This design comes from an exercise in tuning for small area, a short achievable clock period and few clock cycles per item on the open sky130 flow, not from production work.
The RTL was checked by simulation tests, not by an equivalence proof against the original design.

`flow/flow/run.sh`:
```
#!/bin/bash
# The standard layout (standard.sh), except that the port buffers that
# buffer_ports inserts are sky130_fd_sc_hd__buf_2 cells instead of its default pick.
set -euo pipefail
export BUFFER_PORTS_ARGS="-buffer_cell sky130_fd_sc_hd__buf_2"
bash standard.sh > standard_make.log 2>&1
```
`flow/standard.sh`:
```
#!/bin/bash
# synth_recipe.tcl (not shown) runs the flow's synth.tcl, then flattens the netlist and writes it again
# the make line also repeats each setting of config.mk as NAME=value (left out here)
make -C /OpenROAD-flow-scripts/flow DESIGN_CONFIG=/design/flow/config.mk WORK_HOME=/design/flow/orfs CLKGATE_MAP_FILE= SYNTH_SCRIPT=/design/flow/synth_recipe.tcl "${@:-finish}"
```
`flow/config.mk`:
```
export PLATFORM = sky130hd
export DESIGN_NAME = subbytes_stream
export DESIGN_NICKNAME = subbytes_stream
export VERILOG_FILES = /design/flow/design.v
export SDC_FILE = /design/flow/constraint.sdc
export NUM_CORES = 8
export LEC_CHECK = 0
export CAP_MARGIN = 20
export CORE_MARGIN = 2
export CORE_UTILIZATION = 45
export CTS_BUF_LIST = sky130_fd_sc_hd__clkbuf_4 sky130_fd_sc_hd__clkbuf_8
export PLACE_DENSITY = 0.6
export SETUP_SLACK_MARGIN = 2.45
export SLEW_MARGIN = 20
export SYNTH_HIERARCHICAL = 1
export SYNTH_MINIMUM_KEEP_SIZE = 0
```
`flow/constraint.sdc`:
```
create_clock -name core_clock -period 5.5 [get_ports {clk}]
set_input_delay 1.1000 -clock core_clock [delete_from_list [all_inputs] [get_ports {clk}]]
set_output_delay 1.1000 -clock core_clock [all_outputs]
set_load 0.01 [all_outputs]
```
`flow/design.v`:
```
package aes_pkg;
   localparam int BYTE_W = 8;
   typedef logic [BYTE_W-1:0] lane_t;
endpackage
module sb_c_a21oi (input logic a1, a2, b1, output logic y); assign y = ~((a1 & a2) | b1); endmodule
module sb_c_a311o (input logic a1, a2, a3, b1, c1, output logic y); assign y = (a1 & a2 & a3) | b1 | c1; endmodule
module sb_c_and3 (input logic a, b, c, output logic y); assign y = a & b & c; endmodule
module sb_c_inv (input logic a, output logic y); assign y = ~a; endmodule
module sb_c_nor2 (input logic a, b, output logic y); assign y = ~(a | b); endmodule
module sb_c_o21ai (input logic a1, a2, b1, output logic y); assign y = ~((a1 | a2) & b1); endmodule
module sb_c_o2bb2ai (input logic a1_n, a2_n, b1, b2, output logic y); assign y = ~((~a1_n | ~a2_n) & (b1 | b2)); endmodule
module sb_c_o32a (input logic a1, a2, a3, b1, b2, output logic y); assign y = (a1 | a2 | a3) & (b1 | b2); endmodule
module sb_c_xnor2 (input logic a, b, output logic y); assign y = ~(a ^ b); endmodule
module sb_xor2 (input logic a, b, output logic y); assign y = a ^ b; endmodule
module sb_xnor2 (input logic a, b, output logic y); assign y = ~(a ^ b); endmodule
module sb_nand2 (input logic a, b, output logic y); assign y = ~(a & b); endmodule
module sb_nor2 (input logic a, b, output logic y); assign y = ~(a | b); endmodule
module sb_nand2b (input logic an, b, output logic y); assign y = ~(~an & b); endmodule
module sb_nor2b (input logic a, bn, output logic y); assign y = ~(a | ~bn); endmodule
module sb_mux2i (input logic s, a0, a1, output logic y); assign y = ~(s ? a1 : a0); endmodule
module sb_mux2 (input logic s, a0, a1, output logic y); assign y = s ? a1 : a0; endmodule
module sb_inv (input logic a, output logic y); assign y = ~a; endmodule
module sbox_st0 (input logic [7:0] si, input logic inv, output logic [11:0] so);
   logic n1;
   logic n2;
   logic n3;
   logic n4;
   logic n5;
   logic n6;
   logic n7;
   logic n8;
   logic n9;
   logic n10;
   logic n11;
   logic n12;
   logic n15;
   logic n16;
   logic n17;
   logic n18;
   logic n19;
   logic n20;
   logic n21;
   logic n22;
   logic T2;
   logic T3;
   logic T5;
   logic T6;
   logic T7;
   logic T8;
   logic T9;
   logic T11;
   logic T12;
   logic T14;
   logic T18;
   logic T20;
   logic T21;
   logic T22;
   logic T23;
   logic T24;
   logic T25;
   logic T26;
   logic T27;
   logic M1;
   logic M2;
   logic M3;
   logic M4;
   logic M5;
   logic M6;
   logic M7;
   logic M8;
   logic M9;
   logic M11;
   logic M12;
   logic M13;
   logic M14;
   logic M15;
   logic M16;
   logic M17;
   logic M18;
   logic n23;
   logic n24;
   logic n25;
   sb_xnor2 g0 (.a(si[2]), .b(si[5]), .y(n1));
   sb_xnor2 g1 (.a(si[1]), .b(si[6]), .y(n2));
   sb_xor2 g2 (.a(si[0]), .b(si[3]), .y(n3));
   sb_xor2 g3 (.a(si[4]), .b(si[7]), .y(n4));
   sb_xor2 g4 (.a(si[5]), .b(n3), .y(n5));
   sb_xnor2 g5 (.a(si[1]), .b(n4), .y(n6));
   sb_xor2 g6 (.a(si[2]), .b(n4), .y(n7));
   sb_xnor2 g7 (.a(si[0]), .b(n1), .y(n8));
   sb_xor2 g8 (.a(si[6]), .b(n3), .y(n9));
   sb_xnor2 g9 (.a(si[4]), .b(n2), .y(n10));
   sb_xnor2 g10 (.a(si[3]), .b(n2), .y(n11));
   sb_xor2 g11 (.a(si[7]), .b(n1), .y(n12));
   sb_mux2i g12 (.s(inv), .a0(si[0]), .a1(n12), .y(n15));
   sb_mux2i g13 (.s(inv), .a0(si[1]), .a1(n9), .y(n16));
   sb_mux2i g14 (.s(inv), .a0(si[2]), .a1(n6), .y(n17));
   sb_mux2i g15 (.s(inv), .a0(si[3]), .a1(n8), .y(n18));
   sb_mux2i g16 (.s(inv), .a0(si[4]), .a1(n11), .y(n19));
   sb_mux2i g17 (.s(inv), .a0(si[5]), .a1(n7), .y(n20));
   sb_mux2i g18 (.s(inv), .a0(si[6]), .a1(n5), .y(n21));
   sb_mux2i g19 (.s(inv), .a0(si[7]), .a1(n10), .y(n22));
   sb_xor2 g20 (.a(n22), .b(n19), .y(so[6]));
   sb_xor2 g21 (.a(n22), .b(n17), .y(T2));
   sb_xor2 g22 (.a(n22), .b(n16), .y(T3));
   sb_xor2 g23 (.a(n19), .b(n17), .y(so[7]));
   sb_xor2 g24 (.a(n18), .b(n16), .y(T5));
   sb_xor2 g25 (.a(so[6]), .b(T5), .y(T6));
   sb_xor2 g26 (.a(n21), .b(n20), .y(T7));
   sb_xnor2 g27 (.a(n15), .b(T6), .y(T8));
   sb_xnor2 g28 (.a(n15), .b(T7), .y(T9));
   sb_xor2 g29 (.a(T6), .b(T7), .y(so[3]));
   sb_xor2 g30 (.a(n21), .b(n17), .y(T11));
   sb_xnor2 g31 (.a(n20), .b(n17), .y(T12));
   sb_xor2 g32 (.a(T3), .b(so[7]), .y(so[4]));
   sb_xor2 g33 (.a(T6), .b(T11), .y(T14));
   sb_xor2 g34 (.a(T5), .b(T11), .y(so[2]));
   sb_xnor2 g35 (.a(T5), .b(T12), .y(so[0]));
   sb_xor2 g36 (.a(T9), .b(so[0]), .y(so[1]));
   sb_xor2 g37 (.a(n19), .b(n15), .y(T18));
   sb_xor2 g38 (.a(T7), .b(T18), .y(so[5]));
   sb_xor2 g39 (.a(so[6]), .b(so[5]), .y(T20));
   sb_xor2 g40 (.a(n16), .b(n15), .y(T21));
   sb_xor2 g41 (.a(T7), .b(T21), .y(T22));
   sb_xor2 g42 (.a(T2), .b(T22), .y(T23));
   sb_xor2 g43 (.a(T2), .b(so[3]), .y(T24));
   sb_xor2 g44 (.a(T20), .b(so[1]), .y(T25));
   sb_xor2 g45 (.a(T3), .b(so[0]), .y(T26));
   sb_xnor2 g46 (.a(so[6]), .b(T12), .y(T27));
   sb_nand2 g47 (.a(so[4]), .b(T6), .y(M1));
   sb_nand2 g48 (.a(T23), .b(T8), .y(M2));
   sb_xnor2 g49 (.a(T14), .b(M1), .y(M3));
   sb_nand2b g50 (.an(n15), .b(so[5]), .y(M4));
   sb_xnor2 g51 (.a(M4), .b(M1), .y(M5));
   sb_nand2 g52 (.a(T3), .b(so[0]), .y(M6));
   sb_nand2 g53 (.a(T22), .b(T9), .y(M7));
   sb_xnor2 g54 (.a(T26), .b(M6), .y(M8));
   sb_nand2 g55 (.a(T20), .b(so[1]), .y(M9));
   sb_nand2 g56 (.a(so[6]), .b(so[2]), .y(M11));
   sb_nand2 g57 (.a(so[7]), .b(T27), .y(M12));
   sb_xnor2 g58 (.a(M12), .b(M11), .y(M13));
   sb_nand2 g59 (.a(T2), .b(so[3]), .y(M14));
   sb_xnor2 g60 (.a(M14), .b(M11), .y(M15));
   sb_xor2 g61 (.a(M3), .b(M2), .y(M16));
   sb_xnor2 g62 (.a(M5), .b(T24), .y(M17));
   sb_xnor2 g63 (.a(M8), .b(M7), .y(M18));
   sb_xor2 g64 (.a(M16), .b(M13), .y(so[8]));
   sb_xnor2 g65 (.a(M17), .b(M15), .y(so[9]));
   sb_xnor2 g66 (.a(M18), .b(M13), .y(so[10]));
   sb_xnor2 g67 (.a(M6), .b(M11), .y(n23));
   sb_xor2 g68 (.a(n23), .b(M9), .y(n24));
   sb_xor2 g69 (.a(M14), .b(T25), .y(n25));
   sb_xnor2 g70 (.a(n24), .b(n25), .y(so[11]));
endmodule
module sbox_st1 (input logic [11:0] si, input logic inv, output logic [7:0] so);
   logic n10078;
   logic n10079;
   logic n10080;
   logic n10081;
   logic n10082;
   logic n10083;
   logic n10084;
   logic n10085;
   logic n10086;
   logic n10087;
   logic n10088;
   logic M37;
   logic M38;
   logic M39;
   logic M40;
   logic g11_w8;
   logic g11_w9;
   logic g11_w10;
   logic g11_w11;
   logic g11_w12;
   logic g11_w13;
   logic g11_w14;
   logic g11_w15;
   logic g11_w16;
   logic g11_w17;
   logic g11_w18;
   logic M41;
   logic M42;
   logic M43;
   logic M44;
   logic M45;
   logic M46;
   logic M47;
   logic M48;
   logic M49;
   logic M50;
   logic M51;
   logic M52;
   logic M53;
   logic M54;
   logic M55;
   logic M56;
   logic M57;
   logic M58;
   logic M59;
   logic M60;
   logic M61;
   logic M62;
   logic M63;
   logic n26;
   logic n27;
   logic n28;
   logic n29;
   logic n30;
   logic n31;
   logic n32;
   logic n33;
   logic n34;
   logic n35;
   logic n36;
   logic n37;
   logic n38;
   logic n39;
   logic n40;
   logic n41;
   logic n42;
   logic n43;
   logic n44;
   logic n45;
   logic n46;
   logic n47;
   logic n48;
   logic n51;
   logic n53;
   logic n54;
   logic n55;
   logic n58;
   sb_xnor2 g0 (.a(si[0]), .b(si[3]), .y(n10078));
   sb_xor2 g1 (.a(si[4]), .b(si[5]), .y(n10079));
   sb_xor2 g2 (.a(si[6]), .b(si[7]), .y(n10080));
   sb_xnor2 g3 (.a(si[2]), .b(n10078), .y(n10081));
   sb_xnor2 g4 (.a(si[1]), .b(n10078), .y(n10082));
   sb_xor2 g5 (.a(si[1]), .b(si[2]), .y(n10083));
   sb_xor2 g6 (.a(si[0]), .b(si[1]), .y(n10084));
   sb_xor2 g7 (.a(si[2]), .b(si[3]), .y(n10085));
   sb_xor2 g8 (.a(si[4]), .b(si[7]), .y(n10086));
   sb_xor2 g9 (.a(n10079), .b(n10080), .y(n10087));
   sb_xor2 g10 (.a(si[5]), .b(si[6]), .y(n10088));
   sb_c_inv g11_0 (.a(si[9]), .y(g11_w8));
   sb_c_inv g11_1 (.a(si[11]), .y(g11_w9));
   sb_c_o21ai g11_2 (.a1(g11_w8), .a2(si[8]), .b1(g11_w9), .y(g11_w10));
   sb_c_a21oi g11_3 (.a1(si[8]), .a2(si[10]), .b1(si[11]), .y(g11_w11));
   sb_c_o2bb2ai g11_4 (.a1_n(si[10]), .a2_n(g11_w10), .b1(g11_w11), .b2(si[9]), .y(M39));
   sb_c_inv g11_5 (.a(si[10]), .y(g11_w12));
   sb_c_nor2 g11_6 (.a(si[9]), .b(si[11]), .y(g11_w13));
   sb_c_and3 g11_7 (.a(si[8]), .b(si[10]), .c(si[11]), .y(g11_w14));
   sb_c_a21oi g11_8 (.a1(si[8]), .a2(g11_w12), .b1(g11_w8), .y(g11_w15));
   sb_c_a311o g11_9 (.a1(si[8]), .a2(g11_w12), .a3(g11_w13), .b1(g11_w14), .c1(g11_w15), .y(M38));
   sb_c_xnor2 g11_10 (.a(si[10]), .b(si[11]), .y(g11_w16));
   sb_c_a21oi g11_11 (.a1(si[9]), .a2(g11_w9), .b1(si[8]), .y(g11_w17));
   sb_c_a21oi g11_12 (.a1(g11_w8), .a2(g11_w16), .b1(g11_w17), .y(M37));
   sb_c_a21oi g11_13 (.a1(g11_w8), .a2(si[8]), .b1(g11_w12), .y(g11_w18));
   sb_c_o32a g11_14 (.a1(si[8]), .a2(g11_w12), .a3(g11_w13), .b1(g11_w18), .b2(si[11]), .y(M40));
   sb_xor2 g12 (.a(M38), .b(M40), .y(M41));
   sb_xor2 g13 (.a(M37), .b(M39), .y(M42));
   sb_xor2 g14 (.a(M37), .b(M38), .y(M43));
   sb_xor2 g15 (.a(M39), .b(M40), .y(M44));
   sb_xor2 g16 (.a(M42), .b(M41), .y(M45));
   sb_nand2 g17 (.a(M44), .b(n10081), .y(M46));
   sb_nand2 g18 (.a(M40), .b(n10082), .y(M47));
   sb_nand2 g19 (.a(M39), .b(n10083), .y(M48));
   sb_nand2 g20 (.a(M43), .b(si[0]), .y(M49));
   sb_nand2 g21 (.a(M38), .b(n10084), .y(M50));
   sb_nand2 g22 (.a(M37), .b(si[1]), .y(M51));
   sb_nand2 g23 (.a(M42), .b(si[2]), .y(M52));
   sb_nand2 g24 (.a(M45), .b(n10085), .y(M53));
   sb_nand2 g25 (.a(M41), .b(si[3]), .y(M54));
   sb_nand2 g26 (.a(M44), .b(si[4]), .y(M55));
   sb_nand2 g27 (.a(M40), .b(n10079), .y(M56));
   sb_nand2 g28 (.a(M39), .b(si[5]), .y(M57));
   sb_nand2 g29 (.a(M43), .b(n10086), .y(M58));
   sb_nand2 g30 (.a(M38), .b(n10087), .y(M59));
   sb_nand2 g31 (.a(M37), .b(n10088), .y(M60));
   sb_nand2 g32 (.a(M42), .b(si[6]), .y(M61));
   sb_nand2 g33 (.a(M45), .b(si[7]), .y(M62));
   sb_nand2 g34 (.a(M41), .b(n10080), .y(M63));
   sb_xnor2 g35 (.a(M61), .b(M62), .y(n26));
   sb_xnor2 g36 (.a(M55), .b(n26), .y(n27));
   sb_xnor2 g37 (.a(M50), .b(M56), .y(n28));
   sb_xor2 g38 (.a(M51), .b(M59), .y(n29));
   sb_xor2 g39 (.a(M49), .b(n28), .y(n30));
   sb_xnor2 g40 (.a(M54), .b(M58), .y(n31));
   sb_xor2 g41 (.a(M46), .b(M48), .y(n32));
   sb_xnor2 g42 (.a(M53), .b(n31), .y(n33));
   sb_xnor2 g43 (.a(n26), .b(n29), .y(n34));
   sb_xor2 g44 (.a(M60), .b(n32), .y(n35));
   sb_xor2 g45 (.a(M46), .b(M47), .y(n36));
   sb_xor2 g46 (.a(M52), .b(M53), .y(n37));
   sb_xor2 g47 (.a(M51), .b(n28), .y(n38));
   sb_xor2 g48 (.a(M50), .b(n33), .y(n39));
   sb_xnor2 g49 (.a(M52), .b(n35), .y(n40));
   sb_xnor2 g50 (.a(M61), .b(M63), .y(n41));
   sb_xnor2 g51 (.a(M49), .b(M58), .y(n42));
   sb_xnor2 g52 (.a(n26), .b(n35), .y(n43));
   sb_xor2 g53 (.a(n32), .b(n42), .y(n44));
   sb_xor2 g54 (.a(M56), .b(n36), .y(n45));
   sb_xnor2 g55 (.a(n30), .b(n37), .y(n46));
   sb_xor2 g56 (.a(M48), .b(n38), .y(n47));
   sb_xnor2 g57 (.a(M47), .b(n47), .y(n48));
   sb_xor2 g58 (.a(n34), .b(n39), .y(so[1]));
   sb_xnor2 g59 (.a(n27), .b(n46), .y(so[7]));
   sb_xnor2 g60 (.a(M57), .b(n30), .y(n51));
   sb_xnor2 g61 (.a(n34), .b(n44), .y(so[0]));
   sb_xor2 g62 (.a(n33), .b(n51), .y(n53));
   sb_xor2 g63 (.a(n37), .b(n45), .y(n54));
   sb_xor2 g64 (.a(n30), .b(n36), .y(n55));
   sb_xor2 g65 (.a(n27), .b(n54), .y(so[6]));
   sb_xnor2 g66 (.a(n43), .b(n53), .y(so[2]));
   sb_xnor2 g67 (.a(n31), .b(n41), .y(n58));
   sb_xor2 g68 (.a(n40), .b(n58), .y(so[5]));
   sb_xnor2 g69 (.a(n27), .b(n48), .y(so[3]));
   sb_xor2 g70 (.a(n27), .b(n55), .y(so[4]));
endmodule
module sbox_st2 (input logic [7:0] si, input logic inv, output logic [7:0] so);
   logic n62;
   logic n63;
   logic n64;
   logic n65;
   logic n66;
   logic n67;
   logic n68;
   logic n69;
   logic n70;
   logic n71;
   logic n72;
   logic n73;
   sb_xor2 g0 (.a(si[0]), .b(si[3]), .y(n62));
   sb_xnor2 g1 (.a(si[4]), .b(si[7]), .y(n63));
   sb_xnor2 g2 (.a(si[1]), .b(si[6]), .y(n64));
   sb_xnor2 g3 (.a(si[2]), .b(si[5]), .y(n65));
   sb_xnor2 g4 (.a(si[4]), .b(n64), .y(n66));
   sb_xor2 g5 (.a(si[5]), .b(n62), .y(n67));
   sb_xor2 g6 (.a(si[6]), .b(n62), .y(n68));
   sb_xnor2 g7 (.a(si[3]), .b(n64), .y(n69));
   sb_xor2 g8 (.a(si[1]), .b(n63), .y(n70));
   sb_xnor2 g9 (.a(si[2]), .b(n63), .y(n71));
   sb_xor2 g10 (.a(si[7]), .b(n65), .y(n72));
   sb_xnor2 g11 (.a(si[0]), .b(n65), .y(n73));
   sb_mux2i g12 (.s(inv), .a0(si[0]), .a1(n72), .y(so[0]));
   sb_mux2i g13 (.s(inv), .a0(si[1]), .a1(n68), .y(so[1]));
   sb_mux2i g14 (.s(inv), .a0(si[2]), .a1(n70), .y(so[2]));
   sb_mux2i g15 (.s(inv), .a0(si[3]), .a1(n73), .y(so[3]));
   sb_mux2i g16 (.s(inv), .a0(si[4]), .a1(n69), .y(so[4]));
   sb_mux2i g17 (.s(inv), .a0(si[5]), .a1(n71), .y(so[5]));
   sb_mux2i g18 (.s(inv), .a0(si[6]), .a1(n67), .y(so[6]));
   sb_mux2i g19 (.s(inv), .a0(si[7]), .a1(n66), .y(so[7]));
endmodule
module subbytes_stream
#(
   parameter int LANES      = 16,
   parameter int CNT_W      = 32
) (
   input  logic                    clk,
   input  logic                    rst,
   input  logic                    in_valid,
   output logic                    in_ready,
   input  logic [aes_pkg::BYTE_W*LANES-1:0] in_data,
   input  logic                    in_inv,
   input  logic                    in_last,
   output logic                    out_valid,
   input  logic                    out_ready,
   output logic [aes_pkg::BYTE_W*LANES-1:0] out_data,
   output logic                    out_last,
   output logic [CNT_W-1:0]        beat_count
);
   localparam int W1 = 12;
   localparam int W2 = 8;
   logic [W1*LANES-1:0] s1_d, s1_q;
   logic [W2*LANES-1:0] s2_d, s2_q;
   logic [2:1] inv_q, last_q, valid_q;
   logic load, in_fire;
   logic [CNT_W-1:0] cnt_q, cnt_d;
   genvar gi;
   for (gi = 0; gi < LANES; gi++) begin : g_lane
      sbox_st0 u_st0 (.si(in_data[aes_pkg::BYTE_W*gi +: aes_pkg::BYTE_W]), .inv(in_inv), .so(s1_d[W1*gi +: W1]));
      sbox_st1 u_st1 (.si(s1_q[W1*gi +: W1]), .inv(inv_q[1]), .so(s2_d[W2*gi +: W2]));
      sbox_st2 u_st2 (.si(s2_q[W2*gi +: W2]), .inv(inv_q[2]), .so(out_data[aes_pkg::BYTE_W*gi +: aes_pkg::BYTE_W]));
   end
   assign load      = ~valid_q[2] | out_ready;
   assign in_ready  = load;
   assign in_fire   = in_valid & load;
   assign out_valid = valid_q[2];
   assign out_last  = last_q[2];
   beat_count_next #(.W(CNT_W)) u_cnt (.q(cnt_q), .inc(in_fire), .d(cnt_d));
   assign beat_count = cnt_q;
   always_ff @(posedge clk or posedge rst) begin
      if (rst) begin
         valid_q <= '0;
         cnt_q   <= '0;
      end else begin
         if (load) valid_q <= {valid_q[2-1:1], in_valid};
         cnt_q <= cnt_d;
      end
   end
   always_ff @(posedge clk) begin
      if (load) begin
         s1_q <= s1_d;
         inv_q[1] <= in_inv;
         last_q[1] <= in_last;
         s2_q <= s2_d;
         inv_q[2] <= inv_q[1];
         last_q[2] <= last_q[1];
      end
   end
endmodule
module beat_count_next
#(
   parameter int W = 32
) (
   input  logic [W-1:0] q,
   input  logic         inc,
   output logic [W-1:0] d
);
   logic [W-1:0] ones, tn;
   always_comb begin
      ones[0] = 1'b1;
      for (int i = 1; i < W; i++) ones[i] = ones[i-1] & q[i-1];
   end
   sb_xor2 u_b0 (.a(q[0]), .b(inc), .y(d[0]));
   assign tn[0] = 1'b0;
   genvar gi;
   for (gi = 1; gi < W; gi++) begin : g_bit
      sb_nand2 u_t (.a(inc), .b(ones[gi]), .y(tn[gi]));
      sb_xnor2 u_d (.a(q[gi]), .b(tn[gi]), .y(d[gi]));
   end
endmodule
```
==> out/results.ini, run 1 <==
[run_status]
status = no timing/DRC/antenna violations

[sta]
fin_crit_sh_pct = 55.5
relSlewSlack_pct = 32.7
min_period_ns = 3.05
maxSlewViolCount = 0
fin_skew_ns = 0.0312
hold_viol_final = 0
finalSetupTns_ns = 0
rsz0062_at_grt = yes
setup_violations = 0
worst_pin_slew_ns = 1.01
clock.fmax_mhz = 327
final.setup.worst_slack_ns = 2.45

[global_routing]
overflow = 0
grt_pass1_wl_mm = 115
grt.total_usage_pct = 17.9
grt_pass1_vias = 22800
grt_max_degree = 165
antenna_found_initial = 7

[finish]
finalNonFillerCells = 4769
final_cell_mix = xor2_1 (990), xnor2_1 (783), nand2_1 (456)
final_common_cell = xor2_1
finish.utilization_pct = 55.7
nNetsFinal = 3882
area_growth_pct = 22.2
layout-drive-gt1-share_pct = 23.2
final_cell_area_um2 = 41500

[route]
viasPerCell = 4.77
drt-total-wl_mm = 72.9
vias = 22800
drt_first_pass_iters = 4
drc = 0
drtIter0Drc = 719
wire_per_inst_um = 15.3
ant_nets = 0

[clock_network]
cts.hold.buffers_added = 0
cts.sinks = 358
clock_latency_ns = 0.62
numCtsBuffers = 69
cts_buffer_depth = 3
clk_pin_slew_worst_paths_ns = 0.07
cts_tree = done
root_buffer = clkbuf_8
htreeDepth = 3

[placement]
dp.final_hpwl_mm = 53.4
dpl_cell_area_um2 = 38200
pre_cts_ws_ns = 1.36
gp_congestion = 0.819
portBuffers = 296
dp_cells = 4587

[floorplan]
io_pins = 297
die_h_um = 279
dieArea_um2 = 77700
core_area_um2 = 74600
floorplan.initialDensity_pct = 45.6
placementRows = 100
fp.dieW_um = 279

[worst_setup_path]
crit_arrival_ns = 1.95
cp_cell_sequence = buf_12, clkbuf_16, mux2i_1, buf_2
critical-path-max-stage-delay_ns = 0.44
worstSetupStartpointType = flip-flop
critPathBufInv = 3
cp-end-kind = output port
cp-startpoint = inv_q[2]
required_ns = 4.40
r2r-start = s1_q[142]
cp_top_family = buffers and inverters
critical_path.max_fanout = 14
critPathKind = flip-flop to output port
slowest_stage = edfxtp_1

[flow_run]
maxCapViolations = 0

[logic_synthesis]
netlist_area_um2 = 34000
syn_area_per_cell_um2 = 10.3
ys_seq_area_share_pct = 31.1
ys_ff_latch = 358
synth_nets = 3444
ys_types = 30
yosysWarnings = 8
syn_inst = 3310

[worst_hold_path]
hold_class = flip-flop to flip-flop
hp-start = last_q[1]

## modules after synthesis, one instance, submodules excluded, a selection
module | cells | area [um^2] | flip-flops and latches
sb_c_a21oi | 1 | 8.76 | 0
sb_c_a311o | 1 | 10.0 | 0
sb_c_inv | 1 | 3.75 | 0
sb_c_nor2 | 1 | 3.75 | 0
sb_c_o2bb2ai | 1 | 15.0 | 0
sb_c_o32a | 1 | 10.0 | 0
sb_c_xnor2 | 1 | 8.76 | 0
sb_mux2i | 1 | 10.0 | 0
sb_xnor2 | 1 | 8.76 | 0
## cell families (layout without fill, tap and decap cells)
group                  count (synthesis)  in the layout  share of synthesized area, %
XOR/XNOR                            1936           1936                          49.9
AND/OR/NAND/NOR                      555            556                          6.77
flip-flops                           358            358                          31.1
multiplexers                         257            257                          7.58
AO/OA/AOI/OAI                        144            144                          3.95
buffers and inverters                 60            546                         0.666
other                                  0              3                             0
## worst reg2reg max path, delay by kind of cell (launching register included)
family          cells  cell delay (ns)
flops               1             0.48
xor+xnor            5             1.40
simple gates        1             0.09
compound gates      2             0.47
buf+inv             1             0.18
## worst paths after layout
path / slack, ns / endpoint / cells after the start
max: 2.45 / out_data[65] / 4
min: 0.42 / last_q[2] / 0
max reg2reg: 2.60 / s2_q[94] / 9
min reg2reg: 0.42 / last_q[2] / 0
max in group asynchronous: 4.60 / cnt_q[25] / 3
min in group asynchronous: 0.57 / cnt_q[13] / 3
## cell usage after synthesis, drive strengths merged
| library cell | n | area [um^2] |
|---|---|---|
| nor3 | 10 | 50.1 |
| a311o | 16 | 160 |
| o2bb2ai | 16 | 240 |
| nand4b | 1 | 8.76 |
| nand2 | 456 | 1710 |
| xnor2 | 847 | 7420 |
| and3 | 20 | 125 |
| a21oi | 80 | 701 |
| or2b | 1 | 7.51 |
| edfxtp | 324 | 9730 |
| nand4 | 6 | 37.5 |
| inv | 58 | 218 |
| o32a | 16 | 160 |
| mux2i | 256 | 2560 |
| o21ai | 16 | 80.1 |
| nor2 | 22 | 82.6 |
| nor4 | 8 | 75.1 |
| nand3 | 7 | 35.0 |
| buf | 2 | 8.75 |
| mux2 | 1 | 15.0 |
| nand2b | 17 | 114 |
| and2 | 5 | 32.5 |
| and4 | 1 | 8.76 |
| dfrtp | 34 | 851 |
| xor2 | 1089 | 9540 |
| or4 | 1 | 11.3 |
## flip-flops by register name, summed over array words and instances, names as in the netlist
| signal | count |
|---|---|
| last_q | 2 |
| valid_q | 2 |
| cnt_q | 32 |
| s2_q | 128 |
| s1_q | 192 |
| inv_q | 2 |
## per-layer routing
metal  routed length (um)  global-route usage [%]  vias up  share of wire (%)
met3                 2370                    2.63      110                3.2
li1                     -                       -    11700                  -
met5                   38                       0        -              0.052
met2                34700                    30.4      310                 48
met1                34000                    23.6    10600                 47
met4                 1790                    5.62        6                2.5
## layout make-up
class | instances | area [um^2]
Tap cell | 969 | 1210
Sequential cell | 358 | 10600
Clock inverter | 33 | 309
Timing Repair Buffer | 368 | 2410
Fill cell | 6644 | 33000
Antenna cell | 3 | 7.51
Multi-Input combinational cell | 2893 | 25700
Inverter | 58 | 218
Clock buffer | 87 | 1120
## through the flow
step                      hold WS, ns
after detailed placement        0.405
after floorplan                 0.400
after CTS                       0.418
after global placement          0.405
after global routing            0.422
final                           0.420
## repair_timing
item	4_1_cts	5_1_grt
buffers inserted	5	42
endpoints found under the setup margin	175	156
cloned	4	8
pin swaps	3	24
gates resized for setup	13	169
Testbench counts, summed over its fixed seeds: cycles 4,112, items 4,096.
==> run 2, diff against run 1 <==
--- a/flow/config.mk
+++ b/flow/config.mk
@@ -11,4 +11,5 @@
 export CTS_BUF_LIST = sky130_fd_sc_hd__clkbuf_4 sky130_fd_sc_hd__clkbuf_8
+export GPL_ROUTABILITY_DRIVEN = 0
 export PLACE_DENSITY = 0.6
-export SETUP_SLACK_MARGIN = 2.45
+export SETUP_SLACK_MARGIN = 2.3
 export SLEW_MARGIN = 20
==> run 2 against run 1 <==
Net effect: non-clock buffer count fell by 46; utilization decreased by 2.6 points; register-to-register slack is essentially flat; critical path type unchanged; first-iteration DRC count decreased by 7.1%; synthesized area is the same; sequential share of layout area up 1.2 points; setup slack got worse by 0.019 ns.
==> out/results.ini, run 2 <==
[worst_setup_path]
critPathKind = flip-flop to output port
required_ns = 4.40
crit_arrival_ns = 1.97
worstSetupStartpointType = flip-flop
critical_path.max_fanout = 3
cp-end-kind = output port

[sta]
fin_crit_sh_pct = 55.9
worst_pin_slew_ns = 0.804
fin_skew_ns = 0.0201
maxSlewViolCount = 0
clock.fmax_mhz = 325
setup_violations = 0
min_period_ns = 3.07
relSlewSlack_pct = 46.4
rsz0062_at_grt = no
hold_viol_final = 0

[logic_synthesis]
yosysTopAreaCell = edfxtp_1
synth_top_area_share_pct = 28.6
ys_seq_area_share_pct = 31.1
ys_types = 30
syn_area_per_cell_um2 = 10.3
netlist_area_um2 = 34000
async_reset_ff_share_pct = 9.50
syn_inst = 3310
ys_top_cells_by_count = xor2_1 (1089), xnor2_1 (847), nand2_1 (456)
synthTopCellsByArea = edfxtp_1 (29%), xor2_1 (28%), xnor2_1 (22%)
yosysWarnings = 8
synth_ff_type = edfxtp_1
synth_edf_count = 324
synthMostInstantiatedCell = xor2_1
synth_nets = 3444
ys_ff_latch = 358

[floorplan]
io_pins = 297
fp.dieW_um = 279
placementRows = 100
core_area_um2 = 74600
die_h_um = 279
dieArea_um2 = 77700
floorplan.initialDensity_pct = 45.6

[clock_network]
htreeDepth = 3
cts.hold.buffers_added = 0
cts.sinks = 358
root_buffer = clkbuf_8
clk_pin_slew_worst_paths_ns = 0.05
cts_buffer_depth = 3
clock_latency_ns = 0.64
cts_tree = done
numCtsBuffers = 71

[finish]
area_growth_pct = 16.5
multiInputGateArea_um2 = 24300
layout-drive-gt1-share_pct = 19.5
reg_top3 = s1_q x192, s2_q x128, cnt_q x32
final_cell_mix = xor2_1 (1024), xnor2_1 (819), nand2_1 (456)
final_common_cell = xor2_1
regArea_um2 = 10600
regMostFlops = s1_q
nNetsFinal = 3837
finish.utilization_pct = 53.1
largest_reg_flops = 192
fillers = 6842

[run_status]
status = no timing/DRC/antenna violations

[worst_hold_path]
hold_class = flip-flop to flip-flop

[global_routing]
grt_pass1_wl_mm = 111
grt_pass1_vias = 22400
grt.total_usage_pct = 17.2
overflow = 0
antenna_found_initial = 8
grt_max_degree = 124

[route]
drt_first_pass_iters = 4
vias = 22300
drtIter0Drc = 668
drc = 0
viasPerCell = 4.71
ant_nets = 0
wire_per_inst_um = 14.5
drt-total-wl_mm = 68.5

[placement]
portBuffers = 296
dp.final_hpwl_mm = 52.4

[flow_run]
maxCapViolations = 0

[run 2: cell counts after synthesis]
Identical to the previous run, type by type.
[run 2: path summary, 6_finish.rpt]
check	start	to	slack, ns	depth (start not counted)
max	s2_q[110]	out_data[108]	2.43	4
min	last_q[1]	last_q[2]	0.42	0
max reg2reg	s1_q[80]	s2_q[54]	2.61	8
min reg2reg	last_q[1]	last_q[2]	0.42	0
max in group asynchronous	rst	cnt_q[13]	4.62	3
min in group asynchronous	rst	valid_q[1]	0.56	3
[run 2: metal layers]
layer / global-route usage (%) / share of wire (%) / vias up / routed length, um
li1: - / - / 11600 / -
met1: 22.2 / 46 / 10200 / 31600
met2: 29.4 / 48 / 315 / 32700
met3: 3.40 / 4.4 / 83 / 3040
met4: 4.58 / 1.6 / 10 / 1120
met5: 0 / 0.090 / - / 62
[run 2: area by class of cell]
class                   instances  share of cell area [%]
flip-flops and latches        358                    26.7
clock inverters                26                   0.499
diodes                          3                  0.0190
clock buffers                 101                    3.07
multi-input cells            2892                    61.4
repair buffers                322                    4.71
well taps                     969                    3.06
inverters                      58                   0.550
[run 2: metrics by stage]
step / std cells / hold slack [ns] / setup slack, ns / area [um^2] / TNS (ns)
2_1_floorplan: 3310 / 0.400 / -0.288 / 34800 / -36.91
3_3_place_gp: 4584 / 0.405 / 1.44 / 37600 / 0
3_5_place_dp: 4584 / 0.407 / 1.40 / 37600 / 0
4_1_cts: 4716 / 0.419 / 2.25 / 39200 / 0
5_1_grt: 4729 / 0.428 / 2.30 / 39600 / 0
6_report: 4729 / 0.425 / 2.43 / 39600 / 0
[run 2: worst max-delay path, stage by stage (launching register included)]
cell and delay, ns:
edfxtp_1 0.43, xnor2_1 0.31, xnor2_1 0.14, mux2i_2 0.27
buf_2 0.20
[run 2: modules after synthesis (local to each module, per instance), excerpt]
module	copies in the design	cells	cell area, um^2
sb_c_o21ai	16	1	5.00
sb_c_and3	16	1	6.26
sb_c_o2bb2ai	16	1	15.0
sb_c_nor2	16	1	3.75
sb_c_inv	48	1	3.75
sb_xnor2	831	1	8.76
sb_c_o32a	16	1	10.0
sb_c_a21oi	80	1	8.76
sb_c_a311o	16	1	10.0
sb_c_xnor2	16	1	8.76
sb_nand2	447	1	3.75
sb_mux2i	256	1	10.0
sb_nand2b	16	1	6.26
subbytes_stream	1	363	10600
[run 2: logic make-up after synthesis]
family | Yosys count | synth area share (%)
mux | 257 | 7.58
simple gates | 555 | 6.77
xor+xnor | 1936 | 49.9
flops | 358 | 31.1
buf+inv | 60 | 0.666
compound gates | 144 | 3.95
[run 2: repair_timing]
item / CTS / global route
cloned: 2 / 3
pin swaps: 0 / 4
resized for setup: 23 / 36
endpoints found under the hold margin: 0 / 0
setup endpoints to repair: 141 / 58
setup buffers: 3 / 7
==> run 3, diff against run 2 <==
--- a/flow/config.mk
+++ b/flow/config.mk
@@ -11,3 +11,2 @@
 export CTS_BUF_LIST = sky130_fd_sc_hd__clkbuf_4 sky130_fd_sc_hd__clkbuf_8
-export GPL_ROUTABILITY_DRIVEN = 0
 export PLACE_DENSITY = 0.6
@@ -17 +16,2 @@
 export SYNTH_MINIMUM_KEEP_SIZE = 0
+export TNS_END_PERCENT = 20
==> run 3 against run 2 <==
Net effect: fmax fell by 4.7%; sequential share of layout area rose by 0.16 points; global-route usage fell by 0.098 points; utilization fell by 0.31 points; hold slack got worse by 0.018 ns; register-to-register slack got worse by 0.02 ns; final cell count rose by 0.15%; largest cell class unchanged.
==> out/results.ini, run 3 <==
[clock_network]
htreeDepth = 3
clk_pin_slew_worst_paths_ns = 0.06
cts.sinks = 358
cts_buffer_depth = 3
root_buffer = clkbuf_8
numCtsBuffers = 69
clock_latency_ns = 0.62
cts_tree = done

[finish]
regMostFlops = s1_q
nNetsFinal = 3847
finalNonFillerCells = 4736
area_growth_pct = 15.9
final_common_cell = xor2_1
reg_top3 = s1_q x192, s2_q x128, cnt_q x32
fillers = 6848
largest_reg_flops = 192
final_cell_mix = xor2_1 (1032), xnor2_1 (838), nand2_1 (456)
layout-drive-gt1-share_pct = 18.4

[worst_setup_path]
required_ns = 5.87
critPathBufInv = 2
cp_top_family = XOR/XNOR gates
worst-r2r-cell-count = 8
worstSetupStartpointType = input port
critical-path-max-stage-delay_ns = 0.59
cp_cell_sequence = clkbuf_16, buf_8, mux2i_1, xor2_1, xor2_1, xor2_1, xor2_1, xor2_1, xnor2_1
cp-end-kind = flip-flop
critPathKind = input port to flip-flop
worst-path-stages = 9
critical_path.max_fanout = 44
crit_path_frequent_cell = xor2_1
slowest_stage = mux2i_1
crit_arrival_ns = 3.59

[floorplan]
dieArea_um2 = 77700
io_pins = 297
core_area_um2 = 74600
fp.dieW_um = 279
placementRows = 100
die_h_um = 279
floorplan.initialDensity_pct = 45.6

[route]
vias = 22400
wire_per_inst_um = 14.3
drt_first_pass_iters = 5
ant_nets = 0
drtIter0Drc = 793
drt-total-wl_mm = 67.8
viasPerCell = 4.73
drc = 0

[flow_run]
maxCapViolations = 0

[logic_synthesis]
yosysTopAreaCell = edfxtp_1
syn_inst = 3310
ys_top_cells_by_count = xor2_1 (1089), xnor2_1 (847), nand2_1 (456)
netlist_area_um2 = 34000
synth_ff_type = edfxtp_1
ys_seq_area_share_pct = 31.1
async_reset_ff_share_pct = 9.50
yosysWarnings = 8
synthMostInstantiatedCell = xor2_1
synth_nets = 3444
synth_top_area_share_pct = 28.6
syn_area_per_cell_um2 = 10.3
synthTopCellsByArea = edfxtp_1 (29%), xor2_1 (28%), xnor2_1 (22%)
synth_edf_count = 324
ys_ff_latch = 358
ys_types = 30

[sta]
setup_violations = 0
worst_pin_slew_ns = 0.850
hold_viol_final = 0
fin_skew_ns = 0.0329
min_period_ns = 3.23
maxSlewViolCount = 0
fin_crit_sh_pct = 58.7
rsz0062_at_grt = yes
finalSetupTns_ns = 0
relSlewSlack_pct = 43.3
clock.fmax_mhz = 310

[placement]
dp_cells = 4586
dp.final_hpwl_mm = 53.2
portBuffers = 296
gp_congestion = 0.839

[run_status]
status = no timing/DRC/antenna violations

[worst_hold_path]
hold_class = flip-flop to flip-flop
holdPathStages = 0

[global_routing]
grt_pass1_vias = 22300
grt_pass1_wl_mm = 111
antenna_found_initial = 10
grt.total_usage_pct = 17.1
overflow = 0
grt_max_degree = 138

==> run 3: cell count changes in the layout (fill, tap and decap cells not counted), sizes merged, moves of 2 or more <==
cell,before,now
buf,319,332
clkbuf,104,98
bufinv,2,4
clkinv,16,14
diode,3,5
inv,61,59
==> run 3: final timing paths <==
path,from,to,slack (ns)
setup reg to reg,s1_q[32],s2_q[22],2.59
max in group asynchronous,rst,cnt_q[31],4.59
setup / recovery,in_inv,s1_q[11],2.27
hold reg to reg,last_q[1],last_q[2],0.41
hold / removal,last_q[1],last_q[2],0.41
min in group asynchronous,rst,cnt_q[21],0.58
==> run 3: final cells by class <==
| class | count | area [um^2] | share of cell area [%] |
|---|---|---|---|
| clock buffers | 97 | 1200 | 3.06 |
| diodes | 5 | 12.5 | 0.0318 |
| well taps | 969 | 1210 | 3.08 |
| clock inverters | 23 | 224 | 0.569 |
| multi-input cells | 2892 | 24000 | 61.1 |
| flip-flops and latches | 358 | 10600 | 26.9 |
| repair buffers | 334 | 1880 | 4.78 |
| inverters | 58 | 218 | 0.553 |
==> run 3: logic make-up after synthesis <==
kind of cell | after synthesis | share of synthesized area, %
buf+inv | 60 | 0.666
xor+xnor | 1936 | 49.9
mux | 257 | 7.58
simple gates | 555 | 6.77
compound gates | 144 | 3.95
flops | 358 | 31.1
==> run 3: worst register-to-register path: cells and delay by family, from the launching register on <==
kind,cells,cell delay [ns]
AOI/OAI and AO/OA,1,0.35
xor gates and xnor gates,5,1.42
DFF,1,0.53
and+or+nand+nor,2,0.33
==> run 3: per-layer routing <==
| metal | share of wire, % | track usage (%) | wire length [um] |
|---|---|---|---|
| met5 | 0.10 | 0 | 68 |
| met4 | 1.8 | 4.69 | 1230 |
| met3 | 4.2 | 3.05 | 2840 |
| met2 | 48 | 29.2 | 32600 |
| met1 | 46 | 22.3 | 31100 |
==> run 3: repair_timing <==
item | CTS | global route
buffers inserted | 3 | 21
setup endpoints to repair | 64 | 67
gates resized for setup | 36 | 116
hold buffers | 0 | 0
gates cloned | 1 | 0
pin swaps | 0 | 11
==> run 3: Yosys stat by module, one instance, submodules excluded, a selection <==
| module | flops+latches | cell area, um^2 | copies in the design |
|---|---|---|---|
| sb_c_a21oi | 0 | 8.76 | 80 |
| sb_c_a311o | 0 | 10.0 | 16 |
| sb_c_and3 | 0 | 6.26 | 16 |
| sb_c_inv | 0 | 3.75 | 48 |
| sb_c_nor2 | 0 | 3.75 | 16 |
| sb_c_o32a | 0 | 10.0 | 16 |
| sb_mux2i | 0 | 10.0 | 256 |
| sb_nand2 | 0 | 3.75 | 447 |
| sb_xnor2 | 0 | 8.76 | 831 |
| sb_xor2 | 0 | 8.76 | 1089 |
| subbytes_stream | 358 | 10600 | 1 |
==> run 3: stage by stage <==
step                      hold WS [ns]  instance area (um^2)  utilization (%)  setup WS (ns)
after CTS                        0.408                 38500             51.7           2.26
after detailed placement         0.407                 36800             49.4           1.21
after global routing             0.405                 39400             52.8           2.19
after floorplan                  0.400                 34000                -         -0.288
final                            0.407                 39400             52.8           2.27
after global placement           0.401                 36800             49.4           1.24
==> run 4, diff against run 3 <==
--- a/flow/config.mk
+++ b/flow/config.mk
@@ -16,2 +16,2 @@
 export SYNTH_MINIMUM_KEEP_SIZE = 0
-export TNS_END_PERCENT = 20
+export TNS_END_PERCENT = 50
==> run 4 against run 3 <==
Net effect: critical path depth unchanged; sequential share of layout area increased by 0.13 points; cell area decreased by 0.48%; via count decreased by 0.30%; still clean; utilization decreased by 0.25 points.
==> out/results.ini, run 4 <==
[route]
vias = 22300
ant_nets = 0
drtIter0Drc = 825
drt-total-wl_mm = 68.1
drt_first_pass_iters = 5
drc = 0
wire_per_inst_um = 14.4
viasPerCell = 4.73

[worst_hold_path]
holdPathStages = 0
hp-start = inv_q[1]
hold_class = flip-flop to flip-flop
whs_endpoint = inv_q[2]

[finish]
regMostFlops = s1_q
final_cell_area_um2 = 39200
finish.utilization_pct = 52.5
fillers = 6836
final_cell_mix = xor2_1 (1037), xnor2_1 (838), nand2_1 (456)
area_growth_pct = 15.3
final_common_cell = xor2_1
nNetsFinal = 3838
layout-drive-gt1-share_pct = 17.4
reg_top3 = s1_q x192, s2_q x128, cnt_q x32
finalNonFillerCells = 4723
largest_reg_flops = 192

[global_routing]
grt.total_usage_pct = 17.2
grt_use_met2_pct = 28.9
grt_pass1_wl_mm = 111
antenna_found_initial = 2
grt.busiest_layer = met2
grt_util_met3_pct = 2.68
overflow = 0
grt_pass1_vias = 22100
use_met1_pct = 22.9
grt_max_degree = 121

[clock_network]
numCtsBuffers = 69
htreeDepth = 3
cts.hold.buffers_added = 0
root_buffer = clkbuf_8
clock_latency_ns = 0.63
clk_pin_slew_worst_paths_ns = 0.06
cts_tree = done
cts_buffer_depth = 3
cts.sinks = 358

[worst_setup_path]
critical_path.max_fanout = 35
critPathKind = input port to flip-flop
crit_arrival_ns = 3.57
required_ns = 5.88
rrSetupSlack_ns = 2.58
r2r-start = s1_q[154]
timing.rr.end = s2_q[102]
worstSetupStartpointType = input port
cp-end-kind = flip-flop
worst-r2r-cell-count = 9

[logic_synthesis]
synth_top_area_share_pct = 28.6
ys_top_cells_by_count = xor2_1 (1089), xnor2_1 (847), nand2_1 (456)
ys_types = 30
async_reset_ff_share_pct = 9.50
syn_area_per_cell_um2 = 10.3
ys_seq_area_share_pct = 31.1
synthMostInstantiatedCell = xor2_1
synth_nets = 3444
ys_ff_latch = 358
yosysWarnings = 8
synth_edf_count = 324
syn_inst = 3310
synthTopCellsByArea = edfxtp_1 (29%), xor2_1 (28%), xnor2_1 (22%)
yosysTopAreaCell = edfxtp_1
synth_ff_type = edfxtp_1
netlist_area_um2 = 34000

[sta]
setup_violations = 0
hold_viol_final = 0
fin_crit_sh_pct = 58.0
clock.fmax_mhz = 313
min_period_ns = 3.19
fin_skew_ns = 0.0445
worst_pin_slew_ns = 0.705
rsz0062_at_grt = yes
relSlewSlack_pct = 53.0
maxSlewViolCount = 0

[floorplan]
core_area_um2 = 74600
die_h_um = 279
placementRows = 100
io_pins = 297
fp.dieW_um = 279
floorplan.initialDensity_pct = 45.6
dieArea_um2 = 77700

[placement]
dp_cells = 4586
dp.final_hpwl_mm = 52.6
dpl_cell_area_um2 = 36800
gp_congestion = 0.849
portBuffers = 296

[run_status]
status = no timing/DRC/antenna violations

[flow_run]
maxCapViolations = 0

## run 4: worst max path at each step
stage	startpoint	to	slack (ns)	depth (start not counted)
3_5_place_dp	in_inv	s1_q[83]	1.11	9
6_report	in_inv	s1_q[23]	2.31	9
5_1_grt	in_data[86]	s1_q[131]	2.17	10
2_1_floorplan	inv_q[2]	out_data[0]	-0.29	1
4_1_cts	inv_q[2]	out_data[76]	2.30	4
3_3_place_gp	in_inv	s1_q[23]	1.17	9
## run 4: critical path: stages
cell and delay, ns:
clkbuf_16 0.27, buf_12 0.28, mux2i_1 0.32, xor2_1 0.45
xor2_1 0.32, xor2_1 0.24, xor2_1 0.22, xor2_1 0.19
xnor2_1 0.09
## run 4: metrics by stage
| step | setup TNS (ns) | hold WS (ns) | worst slack [ns] |
|---|---|---|---|
| 2_1_floorplan | -36.91 | 0.400 | -0.288 |
| 3_3_place_gp | 0 | 0.402 | 1.17 |
| 3_5_place_dp | 0 | 0.407 | 1.11 |
| 4_1_cts | 0 | 0.409 | 2.30 |
| 5_1_grt | 0 | 0.418 | 2.17 |
| 6_report | 0 | 0.410 | 2.31 |
## run 4: what timing repair did
action / 4_1_cts / 5_1_grt
setup endpoints to repair: 102 / 57
cloned: 2 / 0
pin swaps: 1 / 5
buffers inserted: 2 / 12
resized for setup: 30 / 96
## run 4: layout make-up
class	instances	area, um^2	share of cell area, %
antenna	2	5.00	0.0128
clock buffer	89	1130	2.89
clock inverter	30	327	0.833
inverter	58	218	0.556
multi-input combinational	2892	23900	61.0
sequential	358	10600	27.0
tap	969	1210	3.09
timing repair buffer	325	1820	4.66
## run 4: logic make-up (layout without fill, tap and decap cells)
| kind of cell | count (synthesis) | in the layout | synth area share (%) |
|---|---|---|---|
| XOR/XNOR | 1936 | 1936 | 49.9 |
| AND/OR/NAND/NOR | 555 | 555 | 6.77 |
| flip-flops | 358 | 358 | 31.1 |
| multiplexers | 257 | 257 | 7.58 |
| AO/OA/AOI/OAI | 144 | 144 | 3.95 |
| buffers and inverters | 60 | 502 | 0.666 |
| other | 0 | 2 | 0 |
## run 4: per-layer routing
layer / share of wire, % / routed length, um
met5: 0 / 0
met3: 4.1 / 2780
met4: 2.1 / 1410
met1: 47 / 31800
met2: 47 / 32100
## run 4: modules after synthesis (local to each module, per instance), excerpt
| module | cells | times used | area (um^2) | flops+latches |
|---|---|---|---|---|
| subbytes_stream | 363 | 1 | 10600 | 358 |
| sb_c_o2bb2ai | 1 | 16 | 15.0 | 0 |
| sb_c_a311o | 1 | 16 | 10.0 | 0 |
| sb_mux2i | 1 | 256 | 10.0 | 0 |
| sb_c_o32a | 1 | 16 | 10.0 | 0 |
| sb_xnor2 | 1 | 831 | 8.76 | 0 |
| sb_c_xnor2 | 1 | 16 | 8.76 | 0 |
| sb_c_a21oi | 1 | 80 | 8.76 | 0 |
| sb_c_and3 | 1 | 16 | 6.26 | 0 |
| sb_c_o21ai | 1 | 16 | 5.00 | 0 |
| sb_c_inv | 1 | 48 | 3.75 | 0 |
| sb_c_nor2 | 1 | 16 | 3.75 | 0 |
==> run 5, diff against run 4 <==
--- a/flow/config.mk
+++ b/flow/config.mk
@@ -16,2 +16 @@
 export SYNTH_MINIMUM_KEEP_SIZE = 0
-export TNS_END_PERCENT = 50
==> run 5 against run 4 <==
Net effect: utilization grew 0.56 points; synthesized cell count did not move; fmax increased by 3.8%; cell area rose by 1.1%; setup slack improved by 0.12 ns; register-to-register slack improved by 0.03 ns; synthesized area unchanged; global-route usage about the same; sequential cell count stayed put.
==> out/results.ini, run 5 <==
[sta]
relSlewSlack_pct = 46.4
setup_violations = 0
hold_viol_final = 0
fin_skew_ns = 0.0201
finalSetupTns_ns = 0
fin_crit_sh_pct = 55.9
maxSlewViolCount = 0
worst_pin_slew_ns = 0.804
clock.fmax_mhz = 325
min_period_ns = 3.07
rsz0062_at_grt = no

[placement]
dp.final_hpwl_mm = 52.4
dpl_cell_area_um2 = 37600
gp_congestion = 0.846
dp_cells = 4584
portBuffers = 296

[floorplan]
die_h_um = 279
core_area_um2 = 74600
dieArea_um2 = 77700
placementRows = 100
floorplan.initialDensity_pct = 45.6
fp.dieW_um = 279
io_pins = 297

[route]
ant_nets = 0
drt_first_pass_iters = 4
viasPerCell = 4.71
drt-total-wl_mm = 68.5
drc = 0
drtIter0Drc = 668
vias = 22300
wire_per_inst_um = 14.5

[finish]
final_cell_area_um2 = 39600
final_cell_mix = xor2_1 (1024), xnor2_1 (819), nand2_1 (456)
area_growth_pct = 16.5
layout-drive-gt1-share_pct = 19.5
nNetsFinal = 3837
final_common_cell = xor2_1
largest_reg_flops = 192
finalNonFillerCells = 4729
regMostFlops = s1_q
reg_top3 = s1_q x192, s2_q x128, cnt_q x32

[global_routing]
grt.busiest_layer = met2
grt_pass1_wl_mm = 111
overflow = 0
grt_pass1_vias = 22400
grt_use_met2_pct = 29.4
grt.total_usage_pct = 17.2
use_met1_pct = 22.2
antenna_found_initial = 8
grt_max_degree = 124
grt_util_met3_pct = 3.40

[clock_network]
cts_buffer_depth = 3
cts_tree = done
htreeDepth = 3
clk_pin_slew_worst_paths_ns = 0.05
cts.sinks = 358
clock_latency_ns = 0.64
root_buffer = clkbuf_8
numCtsBuffers = 71

[logic_synthesis]
syn_area_per_cell_um2 = 10.3
ys_top_cells_by_count = xor2_1 (1089), xnor2_1 (847), nand2_1 (456)
yosysWarnings = 8
yosysTopAreaCell = edfxtp_1
ys_types = 30
synth_top_area_share_pct = 28.6
netlist_area_um2 = 34000
synthMostInstantiatedCell = xor2_1
ys_seq_area_share_pct = 31.1
synth_nets = 3444
synth_edf_count = 324
synth_ff_type = edfxtp_1
async_reset_ff_share_pct = 9.50
ys_ff_latch = 358
synthTopCellsByArea = edfxtp_1 (29%), xor2_1 (28%), xnor2_1 (22%)
syn_inst = 3310

[worst_setup_path]
required_ns = 4.40
cp-startpoint = s2_q[110]
critical_path.max_fanout = 3
worstSetupStartpointType = flip-flop
worst-r2r-cell-count = 8
critPathKind = flip-flop to output port
r2r-start = s1_q[80]
crit_arrival_ns = 1.97
cp-end-kind = output port

[worst_hold_path]
hp-start = last_q[1]
hold_class = flip-flop to flip-flop
holdPathStages = 0

[run_status]
status = no timing/DRC/antenna violations

[flow_run]
maxCapViolations = 0

==> run 5: changes by cell type in the layout (fill, tap and decap cells not counted), moves of 4 or more <==
cell,previous run,this run
mux2i_1,199,163
mux2i_2,54,86
xnor2_1,838,819
xnor2_2,9,28
clkbuf_4,15,28
xor2_1,1037,1024
xor2_2,51,63
buf_16,0,5
buf_4,20,15
bufinv_16,7,2
clkinv_1,12,7
mux2i_4,3,7
==> run 5: logic make-up after synthesis <==
family | share of synthesized area (%)
compound gates | 3.95
mux | 7.58
simple gates | 6.77
buf+inv | 0.666
flops | 31.1
xor+xnor | 49.9
==> run 5: area by class of cell <==
| type | instances | area [um^2] |
|---|---|---|
| fill | 6842 | 35000 |
| multi-input combinational | 2892 | 24300 |
| sequential | 358 | 10600 |
| timing repair buffer | 322 | 1860 |
| clock buffer | 101 | 1210 |
| tap | 969 | 1210 |
| inverter | 58 | 218 |
| clock inverter | 26 | 198 |
| antenna | 3 | 7.51 |
==> run 5: final timing paths <==
kind                            slack, ns            end
worst min register to register       0.42      last_q[2]
max in group asynchronous            4.62      cnt_q[13]
min in group asynchronous            0.56     valid_q[1]
worst max register to register       2.61       s2_q[54]
worst max-delay path                 2.43  out_data[108]
worst min-delay path                 0.42      last_q[2]
==> run 5: metrics by stage <==
stage	utilization (%)	hold WS, ns	worst slack (ns)
2_1_floorplan	-	0.400	-0.288
3_3_place_gp	50.5	0.405	1.44
3_5_place_dp	50.5	0.407	1.40
4_1_cts	52.6	0.419	2.25
5_1_grt	53.1	0.428	2.30
6_report	53.1	0.425	2.43
==> run 5: worst max-delay path, stage by stage, from the launching register on <==
cell	delay, ns
edfxtp_1	0.43
xnor2_1	0.31
xnor2_1	0.14
mux2i_2	0.27
buf_2	0.20
==> run 5: routing by layer <==
metal,vias up,wire [um]
met5,-,62
met2,315,32700
met4,10,1120
li1,11600,-
met3,83,3040
met1,10200,31600
==> run 5: modules after synthesis, one instance, submodules excluded, a selection <==
| module | flops+latches | cell area (um^2) | cells inside |
|---|---|---|---|
| sb_c_o32a | 0 | 10.0 | 1 |
| sb_c_xnor2 | 0 | 8.76 | 1 |
| sb_c_inv | 0 | 3.75 | 1 |
| sb_xor2 | 0 | 8.76 | 1 |
| sb_mux2i | 0 | 10.0 | 1 |
| sb_c_o2bb2ai | 0 | 15.0 | 1 |
| sb_nand2 | 0 | 3.75 | 1 |
| sb_c_and3 | 0 | 6.26 | 1 |
| sb_c_a311o | 0 | 10.0 | 1 |
| sb_c_o21ai | 0 | 5.00 | 1 |
| subbytes_stream | 358 | 10600 | 363 |
| sb_xnor2 | 0 | 8.76 | 1 |
| sb_c_a21oi | 0 | 8.76 | 1 |
==> run 5: repair_timing <==
item / 4_1_cts / 5_1_grt
pin swaps: 0 / 4
endpoints found under the setup margin: 141 / 58
cloned: 2 / 3
resized for setup: 23 / 36
buffers inserted: 3 / 7
hold buffers: 0 / 0
endpoints found under the hold margin: 0 / 0
==> run 6, diff against run 5 <==
--- a/flow/config.mk
+++ b/flow/config.mk
@@ -7,2 +7,3 @@
 export LEC_CHECK = 0
+export ABC_CLOCK_PERIOD_IN_PS = 100000
 export CAP_MARGIN = 20
==> run 6 against run 5 <==
Net effect: non-clock buffer count stayed put; hold slack is the same; synthesized area is the same; cell area stayed put.
==> out/results.ini, run 6 <==
[run_status]
status = no timing/DRC/antenna violations

[logic_synthesis]
synth_edf_count = 324
netlist_area_um2 = 34000
ys_ff_latch = 358
ys_top_cells_by_count = xor2_1 (1089), xnor2_1 (847), nand2_1 (456)
yosysWarnings = 8
async_reset_ff_share_pct = 9.50
syn_inst = 3310
yosysTopAreaCell = edfxtp_1
syn_area_per_cell_um2 = 10.3
synth_adder_area_share_pct = 0
synth-simple-area-share_pct = 6.77
ys_types = 30
synth_compound_area_share_pct = 3.95
synth_top_area_share_pct = 28.6
synthMostInstantiatedCell = xor2_1
synthMuxAreaShare_pct = 7.58
synthTopCellsByArea = edfxtp_1 (29%), xor2_1 (28%), xnor2_1 (22%)
synth_ff_type = edfxtp_1
synth_top_family_by_area = XOR/XNOR gates
synth_nets = 3444
ys_seq_area_share_pct = 31.1
synth_xor_area_share_pct = 49.9

[route]
drt-total-wl_mm = 68.5
viasPerCell = 4.71
drtIter0Drc = 668
wire_per_inst_um = 14.5
drc = 0
ant_nets = 0
vias = 22300
drt_first_pass_iters = 4

[worst_setup_path]
cp-end-kind = output port
rrSetupSlack_ns = 2.61
cp_top_family = XOR/XNOR gates
required_ns = 4.40
critical-path-max-stage-delay_ns = 0.43
critPathKind = flip-flop to output port
worstSetupStartpointType = flip-flop
crit_arrival_ns = 1.97
critical_path.max_fanout = 3
cp_cell_sequence = xnor2_1, xnor2_1, mux2i_2, buf_2
crit_path_frequent_cell = xnor2_1
slowest_stage = edfxtp_1
critPathBufInv = 1

[placement]
pre_cts_ws_ns = 1.40
gp_congestion = 0.846
portBuffers = 296
dp.final_hpwl_mm = 52.4
dp_cells = 4584

[clock_network]
root_buffer = clkbuf_8
cts.sinks = 358
clock_latency_ns = 0.64
htreeDepth = 3
clk_pin_slew_worst_paths_ns = 0.05
numCtsBuffers = 71
cts.hold.buffers_added = 0
cts_buffer_depth = 3
cts_tree = done

[sta]
fin_skew_ns = 0.0201
min_period_ns = 3.07
fin_crit_sh_pct = 55.9
clock.fmax_mhz = 325
hold_viol_final = 0
rsz0062_at_grt = no
setup_violations = 0
final.setup.worst_slack_ns = 2.43
maxSlewViolCount = 0
relSlewSlack_pct = 46.4
worst_pin_slew_ns = 0.804

[finish]
area_growth_pct = 16.5
regMostFlops = s1_q
layout-drive-gt1-share_pct = 19.5
final_cell_mix = xor2_1 (1024), xnor2_1 (819), nand2_1 (456)
final_common_cell = xor2_1
largest_reg_flops = 192
finalNonFillerCells = 4729
reg_top3 = s1_q x192, s2_q x128, cnt_q x32
finish.utilization_pct = 53.1
nNetsFinal = 3837

[floorplan]
core_area_um2 = 74600
fp.dieW_um = 279
io_pins = 297
placementRows = 100
floorplan.initialDensity_pct = 45.6
die_h_um = 279
dieArea_um2 = 77700

[worst_hold_path]
hold_class = flip-flop to flip-flop

[global_routing]
grt_pass1_wl_mm = 111
grt_pass1_vias = 22400
grt_max_degree = 124
grt.total_usage_pct = 17.2
overflow = 0
antenna_found_initial = 8

[flow_run]
maxCapViolations = 0

run 6: worst paths after layout:
kind,startpoint,cells past startpoint,to
worst max-delay path,s2_q[110],4,out_data[108]
worst min-delay path,last_q[1],0,last_q[2]
worst max register to register,s1_q[80],8,s2_q[54]
worst min register to register,last_q[1],0,last_q[2]
max in group asynchronous,rst,3,cnt_q[13]
min in group asynchronous,rst,3,valid_q[1]
run 6: worst register-to-register path: cells and delay by family (launching register included):
family,cells,cell delay [ns]
AND/OR/NAND/NOR,2,0.33
XOR/XNOR,5,1.41
AO/OA/AOI/OAI,1,0.35
flip-flops,1,0.54
run 6: cell type report:
class,instances,area [um^2]
antenna,3,7.51
clock buffer,101,1210
clock inverter,26,198
fill,6842,35000
inverter,58,218
multi-input combinational,2892,24300
sequential,358,10600
tap,969,1210
timing repair buffer,322,1860
run 6: modules after synthesis, one instance, submodules excluded, a selection:
module           flops+latches  area [um^2]  cells inside  times used
subbytes_stream            358        10600           363           1
sb_c_o2bb2ai                 0         15.0             1          16
sb_c_a311o                   0         10.0             1          16
sb_c_o32a                    0         10.0             1          16
sb_mux2i                     0         10.0             1         256
sb_c_a21oi                   0         8.76             1          80
sb_c_xnor2                   0         8.76             1          16
sb_xnor2                     0         8.76             1         831
sb_xor2                      0         8.76             1        1089
sb_c_and3                    0         6.26             1          16
sb_nand2b                    0         6.26             1          16
sb_c_o21ai                   0         5.00             1          16
sb_c_inv                     0         3.75             1          48
sb_c_nor2                    0         3.75             1          16
sb_nand2                     0         3.75             1         447
run 6: cells by family (layout without fill, tap and decap cells):
logic type             after synthesis  count (layout)
AO/OA/AOI/OAI                      144             144
XOR/XNOR                          1936            1936
buffers and inverters               60             507
flip-flops                         358             358
multiplexers                       257             257
other                                0               3
AND/OR/NAND/NOR                    555             555
run 6: per-stage QoR:
step	cell area (um^2)	hold WS, ns	setup TNS [ns]
after detailed placement	37600	0.407	0
after global routing	39600	0.428	0
after global placement	37600	0.405	0
after floorplan	34800	0.400	-36.91
final	39600	0.425	0
after CTS	39200	0.419	0
run 6: repair_timing:
| action | CTS | global route |
|---|---|---|
| endpoints found under the setup margin | 141 | 58 |
| buffers inserted | 3 | 7 |
| resized for setup | 23 | 36 |
| gates cloned | 2 | 3 |
| pin swaps | 0 | 4 |
| hold endpoints to repair | 0 | 0 |
run 6: routing by layer:
layer  vias up  part of all wire [%]  routed length [um]  global-route usage, %
met2       315                    48               32700                   29.4
met3        83                   4.4                3040                   3.40
met1     10200                    46               31600                   22.2
met4        10                   1.6                1120                   4.58
met5         -                 0.090                  62                      0
li1      11600                     -                   -                      -

==> afterwards: timing with drivers on the ports <==
The results above use ideal ports. As a check the final layouts listed here were re-extracted and re-timed, cells and wires unchanged. Step 1: set_driving_cell puts a clkbuf_16 on clk and a buf_2 on each other input, an assumption about the parent block. Step 2 also shifts input and output timing later by t, the mid clock arrival at the registers, as if the neighbouring blocks saw the same clock. Slacks: ideal ports / drivers / drivers and shift; pairs: ideal ports / drivers.
run	shift t [ns]	slack for setup (ns)	latest minus earliest clock arrival (ns)
run 1	0.663	2.445 / 2.308 / 1.645	0.032 / 0.032
run 2	0.686	2.426 / 2.214 / 1.528	0.032 / 0.031
run 3	0.662	2.274 / 2.268 / 1.606	0.045 / 0.044
run 4	0.664	2.310 / 2.195 / 1.531	0.050 / 0.050
run 5	0.686	2.426 / 2.214 / 1.528	0.032 / 0.031
run 6	0.686	2.426 / 2.214 / 1.528	0.032 / 0.031
After both steps every run listed still meets setup and hold.
